Source: an optimization exercise on an open RTL-to-GDS flow (aim: small area, a short achievable clock period and few clock cycles). Production flows keep margins and buffers that such runs may drop.
At most, simulation tests tie the RTL to the original design; equivalence was not proved.

==> inputs of job 2003 <==
## execUnit
module execUnit
(
	input  logic     iClk,
	input  logic     rstN_i,
	input  execPkg::execOp_t  exec_i,
	input  execPkg::aluFunc_t func_i,    
	input  logic     bw_i,
	input  execPkg::opSel_t   selIn1_i,
	input  execPkg::opSel_t   selIn2_i,
	input  execPkg::word_t    rf1_i,
	input  execPkg::word_t    rf2_i,
	input  execPkg::word_t    mem_i,
	input  execPkg::word_t    imm1_i,
	input  execPkg::word_t    imm2_i,
	input  execPkg::word_t    dx_i,
	input  logic     carry_i,
	input  logic     stall_i,
	output execPkg::word_t    result_o,
	output logic     isZero_o,
	output logic     carry_o,
	output logic     overflow_o,
	output logic     stallD_o,
	output logic     divErr_o
);
	execPkg::word_t   op1;
	execPkg::word_t   op2;
	execPkg::aluRes_t aluRes;
	execPkg::word_t   shRes;
	logic    shCarry;
	logic    shOvf;
	logic    divOvf;
	execPkg::word_t   divisorIn;
	execPkg::word_t   remLoad;
	execPkg::word_t   resLoad;
	execPkg::word_t   stepRem;
	execPkg::word_t   stepQuot;
	logic    idle;
	logic    divStart;
	logic    divStep;
	logic    lastStep;
	execPkg::word_t   resultQ;     
	execPkg::word_t   remQ;        
	execPkg::word_t   divisorQ;
	logic    carryQ;
	logic    ovfQ;
	logic    stallDQ;
	logic    divErrQ;
	logic    divBwQ;
	always_comb
	begin
		case (selIn1_i)
			execPkg::OPSEL_RF:  op1 = rf1_i;
			execPkg::OPSEL_MEM: op1 = mem_i;
			execPkg::OPSEL_IMM: op1 = imm2_i;   
			default:   op1 = execPkg::word_t'(2);
		endcase
		case (selIn2_i)
			execPkg::OPSEL_RF:  op2 = rf2_i;
			execPkg::OPSEL_MEM: op2 = mem_i;
			execPkg::OPSEL_IMM: op2 = imm1_i;
			default:   op2 = execPkg::word_t'(2);
		endcase
	end
	assign idle     = !stallDQ;
	assign divStart = (exec_i == execPkg::EXEC_DIV) && idle;
	assign divStep  = stallDQ && !stall_i;
	execAlu uAlu (.op1_i(op1), .op2_i(op2), .func_i(func_i), .carry_i(carry_i), .res_o(aluRes));
	execShifter uShifter
	(
		.data_i(op1), .amount_i(rf2_i[5-1:0]), .func_i(execPkg::shFunc_t'(func_i[2:0])),
		.bw_i(bw_i), .carry_i(carry_i), .res_o(shRes), .carry_o(shCarry), .overflow_o(shOvf)
	);
	divCtrl uDivCtrl
	(
		.bw_i(bw_i), .op1_i(op1), .op2_i(op2), .dx_i(dx_i), .ovf_o(divOvf), .divisor_o(divisorIn),
		.remLoad_o(remLoad), .resLoad_o(resLoad)
	);
	divStepCounter uDivCnt
	(
		.iClk(iClk), .load_i(divStart), .bw_i(bw_i), .step_i(divStep), .lastStep_o(lastStep)
	);
	divDatapath uDivData
	(
  ...
==> module execAlu, before the edit <==
module execAlu
(
	input  execPkg::word_t    op1_i,
	input  execPkg::word_t    op2_i,
	input  execPkg::aluFunc_t func_i,
	input  logic     carry_i,
	output execPkg::aluRes_t  res_o
);
	localparam int W = 16;
	logic   negA;
	logic   useB;
	logic   invB;
	logic   cyIn;
	logic   invCy;   
	logic   isArith;
	logic   isShl2;
	logic [3:0] tt;  
	execPkg::word_t  x;
	execPkg::word_t  y;
	execPkg::word_t  p;
	execPkg::word_t  g;
	execPkg::word_t  lg;
	logic [W:0] c;   
	logic [3:0] f;
	always_comb
	begin
		f       = func_i;
		isArith = (f == execPkg::ALU_ADD) || (f == execPkg::ALU_ADC) || (f == execPkg::ALU_SBB) ||
		          (f == execPkg::ALU_SUB) || (f == execPkg::ALU_CMP) || (f == execPkg::ALU_INC) ||
		          (f == execPkg::ALU_DEC) || (f == execPkg::ALU_NEG);
		isShl2  = (f == execPkg::ALU_SHL2);
		useB    = !f[3];                 
		invB    = f[0] && !(f[3] && f[1]);  
		negA    = f[3] && f[1];          
		invCy   = f[0];                  
		if (f[3])
			cyIn = !f[0] || f[1];        
		else if (f[2])
			cyIn = 1'b1;                 
		else
			cyIn = f[1] && (carry_i ^ f[0]);  
		case (f)
			execPkg::ALU_OR:    tt = 4'b1110;
			execPkg::ALU_AND,
			execPkg::ALU_TEST:  tt = 4'b1000;
			execPkg::ALU_XOR:   tt = 4'b0110;
			execPkg::ALU_NOT:   tt = 4'b0011;
			execPkg::ALU_PASS1: tt = 4'b1100;
			execPkg::ALU_PASS2: tt = 4'b1010;
			default:   tt = 4'b0000;
		endcase
	end
	always_comb
	begin
		logic [W-1:0] gg;
		logic [W-1:0] pp;
		logic [W-1:0] gn;
		logic [W-1:0] pn;
		x  = op1_i ^ {W{negA}};
		y  = (op2_i & {W{useB}}) ^ {W{invB}};
		p  = x ^ y;
		g  = x & y;
		gg = g;
		pp = p;
		for (int d = 1; d < W; d = d * 2)
		begin
			gn = gg;
			pn = pp;
			for (int i = 0; i < W; i++)
			begin
				if ((i / d) % 2 == 1)
				begin
					gn[i] = gg[i] | (pp[i] & gg[(i / d) * d - 1]);
					pn[i] = pp[i] & pp[(i / d) * d - 1];
				end
			end
			gg = gn;
			pp = pn;
		end
		c = {gg | (pp & {W{cyIn}}), cyIn};
	end
	always_comb
	begin
		for (int i = 0; i < W; i++)
			lg[i] = tt[{op1_i[i], op2_i[i]}];
		res_o = '0;
		if (isArith)
			res_o = {c[W] ^ invCy, p ^ c[W-1:0]};
		else if (isShl2)
			res_o = {op2_i[W-2:0], 2'b00};  
		else
			res_o = {1'b0, lg};
	end
endmodule
clock: 6.0 ns
lec_check: 0
abc_area: 1
cap_margin: 20
core_margin: 2
core_utilization: 55
setup_slack_margin: 1.5
slew_margin: 20
standard.sh (not shown) runs the stock make flow with config.mk's settings and CLKGATE_MAP_FILE= SYNTH_SCRIPT=/design/flow/synth_recipe.tcl, a recipe that flattens the netlist after the stock synthesis.
==> flow/flow/run.sh <==
#!/bin/bash
# The standard layout (the standard.sh: standard synthesis, floorplan, power grid, taps,
# placement, CTS, routing), with one change: the buffers that placement puts on every input and
# output port are sky130_fd_sc_hd__buf_1 instead of the resizer's default pick (a delay cell,
# clkdlybuf4s50_1). Every port still gets its own buffer. The full output of make and the tools
# goes to standard_flow.log here; ORFS also keeps each step's log under orfs/logs/.
set -euo pipefail
export BUFFER_PORTS_ARGS="-buffer_cell sky130_fd_sc_hd__buf_1"
bash standard.sh > standard_flow.log 2>&1
==> inputs of job 4013, as changes to job 2003 <==
--- a/flow/design.v
+++ b/flow/design.v
@@ -80,13 +80,10 @@
 		begin
 			gn = gg;
 			pn = pp;
-			for (int i = 0; i < W; i++)
+			for (int i = d; i < W; i++)
 			begin
-				if ((i / d) % 2 == 1)
-				begin
-					gn[i] = gg[i] | (pp[i] & gg[(i / d) * d - 1]);
-					pn[i] = pp[i] & pp[(i / d) * d - 1];
-				end
+				gn[i] = gg[i] | (pp[i] & gg[i-d]);
+				pn[i] = pp[i] & pp[i-d];
 			end
 			gg = gn;
 			pp = pn;
==> inputs of job 2855, as changes to job 2003 <==
--- a/flow/design.v
+++ b/flow/design.v
@@ -80,13 +80,10 @@
 		begin
 			gn = gg;
 			pn = pp;
-			for (int i = 0; i < W; i++)
+			for (int i = d; i < W; i++)
 			begin
-				if ((i / d) % 2 == 1)
-				begin
-					gn[i] = gg[i] | (pp[i] & gg[(i / d) * d - 1]);
-					pn[i] = pp[i] & pp[(i / d) * d - 1];
-				end
+				gn[i] = gg[i] | (pp[i] & gg[i-d]);
+				pn[i] = pp[i] & pp[i-d];
 			end
 			gg = gn;
 			pp = pn;
- CORE_UTILIZATION: 55 -> 50
==> impl_metrics.py <==
metrics = {
    "min_path": {
        "hold_start": "ovfQ$_DFFE_PN0P_",
    },
    "floorplan": {
        "design.core.area_um2": 20820,
        "num_rows": 53,
        "start_util_pct": 55.50,
    },
    "placed_design": {
        "gp_congestion": 1.060,
        "dp_hpwl_um": 36970,
    },
    "finish": {
        "sh_seq_area_pct": 11.44,
        "final-instance-count-excl-fill": 2425,
    },
    "routing": {
        "avgRoutedWirePerCell_um": 19.11,
        "drtPass1Iterations": 8,
        "initialDrtViolationCount": 1882,
    },
    "run_status": {
        "status": "no timing/DRC/antenna violations",
    },
    "synthesis": {
        "synthAdderAreaFrac_pct": 10.03,
    },
    "worst_setup_path": {
        "crit_buf_inv": 3,
    },
    "global_routing": {
        "use_met1_pct": 51.16,
    },
}
The numbers above come from job 4013.

==> impl_metrics.py <==
metrics = {
    "finish": {
        "sh_seq_area_pct": 11.24,
    },
    "floorplan": {
        "start_util_pct": 55.81,
        "num_rows": 52,
    },
    "global_routing": {
        "use_met1_pct": 54.00,
    },
    "placed_design": {
        "gp_congestion": 1.059,
        "dp_hpwl_um": 37940,
    },
    "routing": {
        "initialDrtViolationCount": 2029,
    },
    "run_status": {
        "status": "no timing/DRC/antenna violations",
    },
    "worst_setup_path": {
        "crit_buf_inv": 5,
    },
    "synthesis": {
        "synthAdderAreaFrac_pct": 10.29,
    },
}
The numbers above come from job 2003.

==> impl_metrics.py <==
metrics = {
    "global_routing": {
        "use_met1_pct": 51.74,
    },
    "routing": {
        "avgRoutedWirePerCell_um": 19.65,
    },
    "placed_design": {
        "gp_congestion": 1.055,
    },
    "min_path": {
        "hold_start": "carryQ$_DFF_PN0_",
    },
    "run_status": {
        "status": "no timing/DRC/antenna violations",
    },
    "synthesis": {
        "synthAdderAreaFrac_pct": 10.03,
    },
    "finish": {
        "sh_seq_area_pct": 11.42,
    },
    "floorplan": {
        "num_rows": 55,
        "start_util_pct": 51.04,
    },
}
The numbers above come from job 2855.

Testbench counts of job 2003, summed over its fixed seeds: cycles 52,440.
Testbench counts of job 4013, summed over its fixed seeds: cycles 52,440.
Testbench counts of job 2855, summed over its fixed seeds: cycles 52,440.

========
==> inputs of 02-17 <==
==> flow/design.v <==
package execPkg;
	typedef logic [16-1:0]   word_t;
	typedef logic [8-1:0]   byte_t;
	typedef logic [16:0]     aluRes_t;  
	typedef logic [5-1:0]    shAmt_t;
	typedef enum logic [1:0] {OPSEL_RF, OPSEL_MEM, OPSEL_IMM, OPSEL_TWO} opSel_t;
	typedef enum logic [2:0] {EXEC_NOP, EXEC_ALU, EXEC_SHIFT, EXEC_DIV, EXEC_REMAINDER} execOp_t;
	typedef enum logic [3:0] {
		ALU_ADD, ALU_OR, ALU_ADC, ALU_SBB, ALU_AND, ALU_SUB, ALU_XOR, ALU_CMP,
		ALU_INC, ALU_DEC, ALU_NOT, ALU_NEG, ALU_TEST, ALU_PASS1, ALU_PASS2, ALU_SHL2
	} aluFunc_t;
	typedef enum logic [2:0] {SH_ROL, SH_ROR, SH_RCL, SH_RCR, SH_SHL, SH_SHR, SH_SAL, SH_SAR} shFunc_t;
endpackage
`timescale 1ns/10ps
module execAlu
(
	input  execPkg::word_t    op1_i,
	input  execPkg::word_t    op2_i,
	input  execPkg::aluFunc_t func_i,
	input  logic     carry_i,
	output execPkg::aluRes_t  res_o
);
	execPkg::word_t  x;
	execPkg::word_t  y;
	logic   cyIn;
	logic   invCy;   
	logic   isArith;
	logic [16:0] sum;
	always_comb
	begin
		x       = op1_i;
		y       = op2_i;
		cyIn    = 1'b0;
		invCy   = 1'b0;
		isArith = 1'b1;
		case (func_i)
			execPkg::ALU_ADD:   ;
			execPkg::ALU_ADC:   cyIn = carry_i;
			execPkg::ALU_SBB:   begin y = ~op2_i; cyIn = ~carry_i; invCy = 1'b1; end
			execPkg::ALU_SUB,
			execPkg::ALU_CMP:   begin y = ~op2_i; cyIn = 1'b1; invCy = 1'b1; end
			execPkg::ALU_INC:   begin y = '0; cyIn = 1'b1; end
			execPkg::ALU_DEC:   begin y = '1; invCy = 1'b1; end
			execPkg::ALU_NEG:   begin x = '0; y = ~op1_i; cyIn = 1'b1; invCy = 1'b1; end  
			default:   isArith = 1'b0;
		endcase
		sum = {1'b0, x} + {1'b0, y} + {{16{1'b0}}, cyIn};
		case (func_i)
			execPkg::ALU_OR:    res_o = {1'b0, op1_i | op2_i};
			execPkg::ALU_AND,
			execPkg::ALU_TEST:  res_o = {1'b0, op1_i & op2_i};
			execPkg::ALU_XOR:   res_o = {1'b0, op1_i ^ op2_i};
			execPkg::ALU_NOT:   res_o = {1'b0, ~op1_i};
			execPkg::ALU_PASS1: res_o = {1'b0, op1_i};
			execPkg::ALU_PASS2: res_o = {1'b0, op2_i};
			execPkg::ALU_SHL2:  res_o = {op2_i[16-2:0], 2'b00};  
			default:   res_o = {sum[16] ^ invCy, sum[16-1:0]};
		endcase
	end
endmodule
`timescale 1ns/10ps
module execShifter
(
	input  execPkg::word_t   data_i,
	input  execPkg::shAmt_t  amount_i,
	input  execPkg::shFunc_t func_i,
	input  logic    bw_i,      
	input  logic    carry_i,
	output execPkg::word_t   res_o,
	output logic    carry_o,
	output logic    overflow_o
);
	localparam int W = 16;
	localparam int B = 8;
	logic         isRight;
	logic         isRc;
	logic [4:0]   k;      
	logic [4:0]   t;      
	logic [2*W+1:0] src;
	logic [2*W+1:0] sh;
	logic [W+1:0] win;
	execPkg::word_t d;
	execPkg::byte_t d8;
	logic         c;
	logic         topBit;
	logic         nextBit;
	always_comb
	begin
		isRight = func_i[0];
		isRc    = (func_i[2:1] == 2'b01);
		d       = data_i;
		d8      = data_i[B-1:0];
		c       = carry_i;
		if (isRc)
		begin
			if (bw_i)
				k = (amount_i >= 5'd17) ? amount_i - 5'd17 : amount_i;
			else if (amount_i >= 5'd27)
				k = amount_i - 5'd27;
			else if (amount_i >= 5'd18)
				k = amount_i - 5'd18;
			else if (amount_i >= 5'd9)
				k = amount_i - 5'd9;
			else
				k = amount_i;
		end
		else
			k = bw_i ? {1'b0, amount_i[3:0]} : {2'b0, amount_i[2:0]};
		if (isRight)
			t = k;
		else
			t = (bw_i ? 5'd16 : 5'd8) - k;
		src = '0;
		if (bw_i)
		begin
			case (func_i)
				execPkg::SH_ROL: src = {c, d, d, 1'b0};
				execPkg::SH_RCL: src = {c, d, c, d[W-1:1], 1'b0};
				execPkg::SH_SHL,
				execPkg::SH_SAL: src = {c, d, {W{1'b0}}, 1'b0};
				execPkg::SH_ROR: src = {1'b0, d, d, c};
				execPkg::SH_RCR: src = {1'b0, d[W-2:0], c, d, c};
				execPkg::SH_SHR: src = {1'b0, {W{1'b0}}, d, c};
				default:         src = {1'b0, {W{d[W-1]}}, d, c};  
			endcase
		end
		else
		begin
			case (func_i)
				execPkg::SH_ROL: src[2*B+1:0] = {c, d8, d8, 1'b0};
				execPkg::SH_RCL: src[2*B+1:0] = {c, d8, c, d8[B-1:1], 1'b0};
				execPkg::SH_SHL,
				execPkg::SH_SAL: src[2*B+1:0] = {c, d8, {B{1'b0}}, 1'b0};
				execPkg::SH_ROR: src[2*B+1:0] = {1'b0, d8, d8, c};
				execPkg::SH_RCR: src[2*B+1:0] = {1'b0, d8[B-2:0], c, d8, c};
				execPkg::SH_SHR: src[2*B+1:0] = {1'b0, {B{1'b0}}, d8, c};
				default:         src[2*B+1:0] = {1'b0, {B{d8[B-1]}}, d8, c};  
			endcase
		end
		sh  = src >> t;
		win = sh[W+1:0];
		if (bw_i)
		begin
			res_o   = win[W:1];
			carry_o = isRight ? win[0] : win[W+1];
		end
		else
		begin
			res_o   = {{(W-B){1'b0}}, win[B:1]};
			carry_o = isRight ? win[0] : win[B+1];
		end
		topBit  = bw_i ? d[W-1] : d[B-1];
		nextBit = bw_i ? d[W-2] : d[B-2];
		case (func_i)
			execPkg::SH_ROR:  overflow_o = topBit ^ d[0];
			execPkg::SH_RCR:  overflow_o = topBit ^ c;
			execPkg::SH_SHR:  overflow_o = topBit;
			execPkg::SH_SAR:  overflow_o = 1'b0;
			default: overflow_o = topBit ^ nextBit;  
		endcase
	end
endmodule
`timescale 1ns/10ps
module divCtrl
(
	input  logic   bw_i,
	input  execPkg::word_t  op1_i,    
	input  execPkg::word_t  op2_i,    
	input  execPkg::word_t  dx_i,     
	output logic   ovf_o,             
	output execPkg::word_t  divisor_o,
	output execPkg::word_t  remLoad_o,
	output execPkg::word_t  resLoad_o
);
	localparam int W = 16;
	localparam int B = 8;
	assign divisor_o = bw_i ? op1_i : {{(W-B){1'b0}}, op1_i[B-1:0]};
	assign remLoad_o = bw_i ? dx_i : {{(W-B){1'b0}}, op2_i[W-1:B]};
	assign ovf_o     = (remLoad_o >= divisor_o);
	assign resLoad_o = {op2_i[W-1:B], (ovf_o && !bw_i) ? {B{1'b0}} : op2_i[B-1:0]};
endmodule
`timescale 1ns/10ps
module divStepCounter
(
	input  logic iClk,
	input  logic load_i,
	input  logic bw_i,
	input  logic step_i,
	output logic lastStep_o
);
	localparam int WORD_CLKS = 16 / 4;
	localparam int BYTE_CLKS = 8 / 4;
	localparam int CW = (WORD_CLKS > 2) ? $clog2(WORD_CLKS) : 1;
	logic [CW-1:0] left;  
	assign lastStep_o = (left == '0);
	always_ff @(posedge iClk)
	begin
		if (load_i)
			left <= bw_i ? CW'(WORD_CLKS - 1) : CW'(BYTE_CLKS - 1);
		else if (step_i)
			left <= left - CW'(1);
	end
endmodule
`timescale 1ns/10ps
module divDatapath
(
	input  logic   bw_i,
	input  execPkg::word_t  rem_i,
	input  execPkg::word_t  quot_i,
	input  execPkg::word_t  divisor_i,
	output execPkg::word_t  rem_o,
	output execPkg::word_t  quot_o
);
	localparam int W  = 16;
	localparam int B  = 8;
	localparam int RB = 4;
	execPkg::word_t r;
	execPkg::word_t shifted;
	logic [W:0]     trial;   
	logic [RB-1:0]  qBits;
	logic           nb;
	logic           q;
	always_comb
	begin
		r = rem_i;
		for (int i = 0; i < RB; i++)
		begin
			nb      = bw_i ? quot_i[W-1-i] : quot_i[B-1-i];
			shifted = {r[W-2:0], nb};
			trial   = {1'b0, shifted} - {1'b0, divisor_i};
			q       = r[W-1] | ~trial[W];
			r       = q ? trial[W-1:0] : shifted;
			qBits[RB-1-i] = q;
		end
		rem_o = r;
		quot_o[B-1:0] = {quot_i[B-1-RB:0], qBits};
		quot_o[W-1:B] = bw_i ? quot_i[W-1-RB:B-RB] : r[B-1:0];
	end
endmodule
`timescale 1ns/10ps
module execUnit
(
	input  logic     iClk,
	input  logic     rstN_i,
	input  execPkg::execOp_t  exec_i,
	input  execPkg::aluFunc_t func_i,    
	input  logic     bw_i,
	input  execPkg::opSel_t   selIn1_i,
	input  execPkg::opSel_t   selIn2_i,
	input  execPkg::word_t    rf1_i,
	input  execPkg::word_t    rf2_i,
	input  execPkg::word_t    mem_i,
	input  execPkg::word_t    imm1_i,
	input  execPkg::word_t    imm2_i,
	input  execPkg::word_t    dx_i,
	input  logic     carry_i,
	input  logic     stall_i,
	output execPkg::word_t    result_o,
	output logic     isZero_o,
	output logic     carry_o,
	output logic     overflow_o,
	output logic     stallD_o,
	output logic     divErr_o
);
	execPkg::word_t   op1;
	execPkg::word_t   op2;
	execPkg::aluRes_t aluRes;
	execPkg::word_t   shRes;
	logic    shCarry;
	logic    shOvf;
	logic    divOvf;
	execPkg::word_t   divisorIn;
	execPkg::word_t   remLoad;
	execPkg::word_t   resLoad;
	execPkg::word_t   stepRem;
	execPkg::word_t   stepQuot;
	logic    idle;
	logic    divStart;
	logic    divStep;
	logic    lastStep;
	execPkg::word_t   resultQ;     
	execPkg::word_t   remQ;        
	execPkg::word_t   divisorQ;
	logic    carryQ;
	logic    ovfQ;
	logic    stallDQ;
	logic    divErrQ;
	logic    divBwQ;
	always_comb
	begin
		case (selIn1_i)
			execPkg::OPSEL_RF:  op1 = rf1_i;
			execPkg::OPSEL_MEM: op1 = mem_i;
			execPkg::OPSEL_IMM: op1 = imm2_i;   
			default:   op1 = execPkg::word_t'(2);
		endcase
		case (selIn2_i)
			execPkg::OPSEL_RF:  op2 = rf2_i;
			execPkg::OPSEL_MEM: op2 = mem_i;
			execPkg::OPSEL_IMM: op2 = imm1_i;
			default:   op2 = execPkg::word_t'(2);
		endcase
	end
	assign idle     = !stallDQ;
	assign divStart = (exec_i == execPkg::EXEC_DIV) && idle;
	assign divStep  = stallDQ && !stall_i;
	execAlu uAlu (.op1_i(op1), .op2_i(op2), .func_i(func_i), .carry_i(carry_i), .res_o(aluRes));
	execShifter uShifter
	(
		.data_i(op1), .amount_i(rf2_i[5-1:0]), .func_i(execPkg::shFunc_t'(func_i[2:0])),
		.bw_i(bw_i), .carry_i(carry_i), .res_o(shRes), .carry_o(shCarry), .overflow_o(shOvf)
	);
	divCtrl uDivCtrl
	(
		.bw_i(bw_i), .op1_i(op1), .op2_i(op2), .dx_i(dx_i), .ovf_o(divOvf), .divisor_o(divisorIn),
		.remLoad_o(remLoad), .resLoad_o(resLoad)
	);
	divStepCounter uDivCnt
	(
		.iClk(iClk), .load_i(divStart), .bw_i(bw_i), .step_i(divStep), .lastStep_o(lastStep)
	);
	divDatapath uDivData
	(
		.bw_i(divBwQ), .rem_i(remQ), .quot_i(resultQ), .divisor_i(divisorQ), .rem_o(stepRem),
		.quot_o(stepQuot)
	);
	always_ff @(posedge iClk)
	begin
		if (divStart)
		begin
			divisorQ <= divisorIn;
			divBwQ   <= bw_i;
		end
	end
	always_ff @(posedge iClk or negedge rstN_i)
	begin
		if (!rstN_i)
		begin
			resultQ <= '0;
			remQ    <= '0;
			carryQ  <= 1'b0;
			ovfQ    <= 1'b0;
			stallDQ <= 1'b0;
			divErrQ <= 1'b0;
		end
		else
		begin
			divErrQ <= divStart && divOvf;  
			if (divStart)
			begin
				stallDQ <= !divOvf;
				remQ    <= remLoad;
				resultQ <= resLoad;
			end
			if (divStep)
			begin
				remQ    <= stepRem;
				resultQ <= stepQuot;
				if (lastStep)
					stallDQ <= 1'b0;
			end
			if (exec_i == execPkg::EXEC_ALU)
			begin
				carryQ  <= aluRes[16];
				ovfQ    <= 1'b0;
				if (idle)
					resultQ <= aluRes[16-1:0];
			end
			else if (exec_i == execPkg::EXEC_SHIFT)
			begin
				carryQ  <= shCarry;
				ovfQ    <= shOvf;
				if (idle)
					resultQ <= shRes;
			end
			else if ((exec_i == execPkg::EXEC_REMAINDER) && idle)
				resultQ <= remQ;
		end
	end
	assign result_o   = resultQ;
	assign isZero_o   = (resultQ == '0);
	assign carry_o    = carryQ;
	assign overflow_o = ovfQ;
	assign stallD_o   = stallDQ;
	assign divErr_o   = divErrQ;
endmodule
==> flow/run.sh <==
#!/bin/bash
# synth_recipe.tcl (not shown) runs the flow's synth.tcl, then flattens the netlist and writes it again
# the make line also repeats each setting of config.mk as NAME=value (left out here)
make -C /OpenROAD-flow-scripts/flow DESIGN_CONFIG=/design/flow/config.mk WORK_HOME=/design/flow/orfs CLKGATE_MAP_FILE= SYNTH_SCRIPT=/design/flow/synth_recipe.tcl finish
==> flow/config.mk <==
export PLATFORM = sky130hd
export DESIGN_NAME = execUnit
export DESIGN_NICKNAME = execUnit
export VERILOG_FILES = /design/flow/design.v
export SDC_FILE = /design/flow/constraint.sdc
export NUM_CORES = 4
export LEC_CHECK = 0
export CAP_MARGIN = 20
export CORE_MARGIN = 2
export CORE_UTILIZATION = 40
export SLEW_MARGIN = 20
==> flow/constraint.sdc <==
create_clock -name core_clock -period 6.0 [get_ports {iClk}]
set_input_delay 1.2000 -clock core_clock [delete_from_list [all_inputs] [get_ports {iClk}]]
set_output_delay 1.2000 -clock core_clock [all_outputs]
set_load 0.01 [all_outputs]
==> 11-27: changes against 02-17 <==
==> flow/design.v, changed modules only <==
module execAlu
(
	input  execPkg::word_t    op1_i,
	input  execPkg::word_t    op2_i,
	input  execPkg::aluFunc_t func_i,
	input  logic     carry_i,
	output execPkg::aluRes_t  res_o
);
	localparam int W = 16;
	execPkg::word_t  x;
	execPkg::word_t  y;
	logic   cyIn;
	logic   invCy;   
	execPkg::word_t  p;
	execPkg::word_t  g;
	logic [W:0] c;   
	logic [3:0] tt;
	logic   isLogic;
	execPkg::word_t  lg;
	always_comb
	begin
		logic [W-1:0] gg;
		logic [W-1:0] pp;
		gg = g;
		pp = p;
		gg[0] = g[0] | (p[0] & cyIn);
		for (int lvl = 1; lvl < W; lvl = lvl * 2)
		begin
			for (int i = 0; i < W; i++)
			begin
				if ((i / lvl) % 2 == 1)
				begin
					int j;
					j = (i / lvl) * lvl - 1;
					gg[i] = gg[i] | (pp[i] & gg[j]);
					pp[i] = pp[i] & pp[j];
				end
			end
		end
		c[0] = cyIn;
		for (int i = 1; i <= W; i++)
			c[i] = gg[i-1];
	end
	always_comb
	begin
		x     = op1_i;
		y     = op2_i;
		cyIn  = 1'b0;
		invCy = 1'b0;
		case (func_i)
			execPkg::ALU_ADC:   cyIn = carry_i;
			execPkg::ALU_SBB:   begin y = ~op2_i; cyIn = ~carry_i; invCy = 1'b1; end
			execPkg::ALU_SUB,
			execPkg::ALU_CMP:   begin y = ~op2_i; cyIn = 1'b1; invCy = 1'b1; end
			execPkg::ALU_INC:   begin y = '0; cyIn = 1'b1; end
			execPkg::ALU_DEC:   begin y = '1; invCy = 1'b1; end
			execPkg::ALU_NEG:   begin x = '0; y = ~op1_i; cyIn = 1'b1; invCy = 1'b1; end  
			default:   ;
		endcase
		p = x ^ y;
		g = x & y;
		isLogic = 1'b1;
		case (func_i)
			execPkg::ALU_OR:    tt = 4'b1110;
			execPkg::ALU_AND,
			execPkg::ALU_TEST:  tt = 4'b1000;
			execPkg::ALU_XOR:   tt = 4'b0110;
			execPkg::ALU_NOT:   tt = 4'b0011;
			execPkg::ALU_PASS1: tt = 4'b1100;
			execPkg::ALU_PASS2: tt = 4'b1010;
			default:   begin tt = 4'b0000; isLogic = 1'b0; end
		endcase
		for (int i = 0; i < W; i++)
			lg[i] = tt[{op1_i[i], op2_i[i]}];
		if (isLogic)
			res_o = {1'b0, lg};
		else if (func_i == execPkg::ALU_SHL2)
			res_o = {op2_i[W-2:0], 2'b00};  
		else
			res_o = {c[W] ^ invCy, p ^ c[W-1:0]};
	end
endmodule
module execShifter
(
	input  execPkg::word_t   data_i,
	input  execPkg::shAmt_t  amount_i,
	input  execPkg::shFunc_t func_i,
	input  logic    bw_i,      
	input  logic    carry_i,
	output execPkg::word_t   res_o,
	output logic    carry_o,
	output logic    overflow_o
);
	localparam int W = 16;
	localparam int B = 8;
	logic         isRight;
	logic         isRc;
	logic         isShl;
	logic [4:0]   k;      
	logic [4:0]   t;      
	execPkg::word_t upper;
	execPkg::byte_t upper8;
	logic [2*W:0] src;
	logic [2*W:0] s8;
	logic [2*W:0] s4;
	logic [2*W:0] s2;
	logic [2*W:0] s1;
	logic [W:0]   win;
	execPkg::word_t d;
	execPkg::byte_t d8;
	execPkg::word_t res;
	logic         c;
	logic         topBit;
	logic         nextBit;
	always_comb
	begin
		isRight = func_i[0];
		isRc    = (func_i[2:1] == 2'b01);
		isShl   = func_i[2] && !func_i[0];
		d       = data_i;
		d8      = data_i[B-1:0];
		c       = carry_i;
		if (isRc)
		begin
			if (bw_i)
				k = (amount_i >= 5'd17) ? amount_i - 5'd17 : amount_i;
			else if (amount_i >= 5'd27)
				k = amount_i - 5'd27;
			else if (amount_i >= 5'd18)
				k = amount_i - 5'd18;
			else if (amount_i >= 5'd9)
				k = amount_i - 5'd9;
			else
				k = amount_i;
		end
		else
			k = bw_i ? {1'b0, amount_i[3:0]} : {2'b0, amount_i[2:0]};
		if (isRight || (k == 5'd0))
			t = k;
		else if (isRc)
			t = (bw_i ? 5'd17 : 5'd9) - k;
		else
			t = (bw_i ? 5'd16 : 5'd8) - k;
		if (isRc)
		begin
			upper  = {d[W-2:0], c};
			upper8 = {d8[B-2:0], c};
		end
		else if (!func_i[2] || isShl)
		begin
			upper  = d;
			upper8 = d8;
		end
		else if (func_i[1])
		begin
			upper  = {W{d[W-1]}};   
			upper8 = {B{d8[B-1]}};
		end
		else
		begin
			upper  = '0;            
			upper8 = '0;
		end
		src = {upper, (bw_i ? d[W-1:B] : upper8), d8, c};
		s8  = t[3] ? (src >> 8) : src;
		s4  = t[2] ? (s8 >> 4) : s8;
		s2  = t[1] ? (s4 >> 2) : s4;
		s1  = t[0] ? (s2 >> 1) : s2;
		win = t[4] ? src[2*W:W] : s1[W:0];
		for (int i = 0; i < W; i++)
			res[i] = win[i+1] & !(isShl && (5'(i) < k));
		res_o = bw_i ? res : {{(W-B){1'b0}}, res[B-1:0]};
		if (!isRight && !isRc && (k != 5'd0))
			carry_o = win[1];
		else
			carry_o = win[0];
		topBit  = bw_i ? d[W-1] : d[B-1];
		nextBit = bw_i ? d[W-2] : d[B-2];
		case (func_i)
			execPkg::SH_ROR:  overflow_o = topBit ^ d[0];
			execPkg::SH_RCR:  overflow_o = topBit ^ c;
			execPkg::SH_SHR:  overflow_o = topBit;
			execPkg::SH_SAR:  overflow_o = 1'b0;
			default: overflow_o = topBit ^ nextBit;  
		endcase
	end
endmodule
module divStepCounter
(
	input  logic iClk,
	input  logic load_i,
	input  logic bw_i,
	input  logic step_i,
	output logic lastStep_o
);
	localparam int WORD_CLKS = 16 / 2;
	localparam int BYTE_CLKS = 8 / 2;
	localparam int CW = 3;
	logic [CW-1:0] left;  
	assign lastStep_o = (left == '0);
	always_ff @(posedge iClk)
	begin
		if (load_i)
			left <= bw_i ? CW'(WORD_CLKS - 1) : CW'(BYTE_CLKS - 1);
		else if (step_i)
			left <= left - CW'(1);
	end
endmodule
module divDatapath
(
	input  logic   bw_i,
	input  execPkg::word_t  rem_i,
	input  execPkg::word_t  quot_i,
	input  execPkg::word_t  divisor_i,
	output execPkg::word_t  rem_o,
	output execPkg::word_t  quot_o
);
	localparam int W  = 16;
	localparam int B  = 8;
	localparam int RB = 2;
	execPkg::word_t r;
	execPkg::word_t shifted;
	logic [W:0]     trial;   
	logic [RB-1:0]  qBits;
	logic           nb;
	logic           q;
	always_comb
	begin
		r = rem_i;
		for (int i = 0; i < RB; i++)
		begin
			nb      = bw_i ? quot_i[W-1-i] : quot_i[B-1-i];
			shifted = {r[W-2:0], nb};
			trial   = {1'b0, shifted} - {1'b0, divisor_i};
			q       = r[W-1] | ~trial[W];
			r       = q ? trial[W-1:0] : shifted;
			qBits[RB-1-i] = q;
		end
		rem_o = r;
		quot_o[B-1:0] = {quot_i[B-1-RB:0], qBits};
		quot_o[W-1:B] = bw_i ? quot_i[W-1-RB:B-RB] : r[B-1:0];
	end
endmodule
ABC_AREA = 1   (was default)
SETUP_SLACK_MARGIN = 1.5   (was default)
==> run summary <==
                                                                                        02-17                     11-27
Utilization of the core after routing                                                  56.62%                    55.06%
Dpl hpwl                                                                             52900 µm                  37220 µm
Die Span X                                                                           191.0 µm                  166.3 µm
Multiplexer area fraction after synthesis                                              16.50%                        0%
Routed wire length                                                                   66000 µm                  47890 µm
Run status                                                         complete, but fails checks  no timing/DRC/antenna violations
Reasons for failing layout checks                                        negative setup slack                         -
Invs w/o clock                                                                             97                       239
Fraction of the cycle the final worst path needs                                       154.7%                    78.85%
Post-synthesis cell area                                                            13990 µm²                 10530 µm²
Hold WS                                                                              499.2 ps                  567.7 ps
Simple-gate share of the synthesized area                                              18.10%                    37.44%
Clock tree buffer count of the final layout                                                 7                         6
Largest area contributor in the synthesized netlist                     sky130_fd_sc_hd__ha_1  sky130_fd_sc_hd__nand2_1
Number of buffers inserted to repair setup after CTS                                       27                        62
Core Area                                                                           34460 µm²                 25980 µm²
Number of sinks handled by clock tree synthesis                                            55                        56
Crit path from                                                                         divBwQ               resultQ[15]
Via/cell ratio                                                                          6.148                     5.702
Fraction of synthesized cell area taken by the top area cell type                      12.25%                    18.18%
Testbench counts of 11-27, summed over its fixed seeds: cycles 52,440.
Only the layout flow was run in 02-17; the RTL was not checked for function there.

separate check: timing with driven ports:
The results above use ideal ports. As a check the final layouts listed here were re-extracted and re-timed, cells and wires unchanged. Step 1, drivers: a clkbuf_16 drives iClk and a buf_2 each remaining input, both assumed. Step 2, shift: input delay + t, output delay - t, t = (earliest + latest rising clock arrival at the registers) / 2. This alone moves slack from input paths to output paths. Three values: ideal, step 1, step 2; two values: the first two.
| run | t, ns | slack for setup (ns) | cell pins on the clock port's net |
|---|---|---|---|
| job 2003 | 0.345 | 1.621 / 1.626 / 1.281 | 1 |
| job 4013 | 0.340 | 1.702 / 1.702 / 1.395 | 1 |
| job 2855 | 0.339 | 1.647 / 1.670 / 1.331 | 1 |
| 02-17 | 0.352 | -3.284 / -3.284 / -3.284 | 1 |
| 11-27 | 0.343 | 1.269 / 1.269 / 1.157 | 1 |
For job 2003, which loses most, drivers alone change the setup slack by +0.005 ns; drivers and shift together by -0.340 ns.
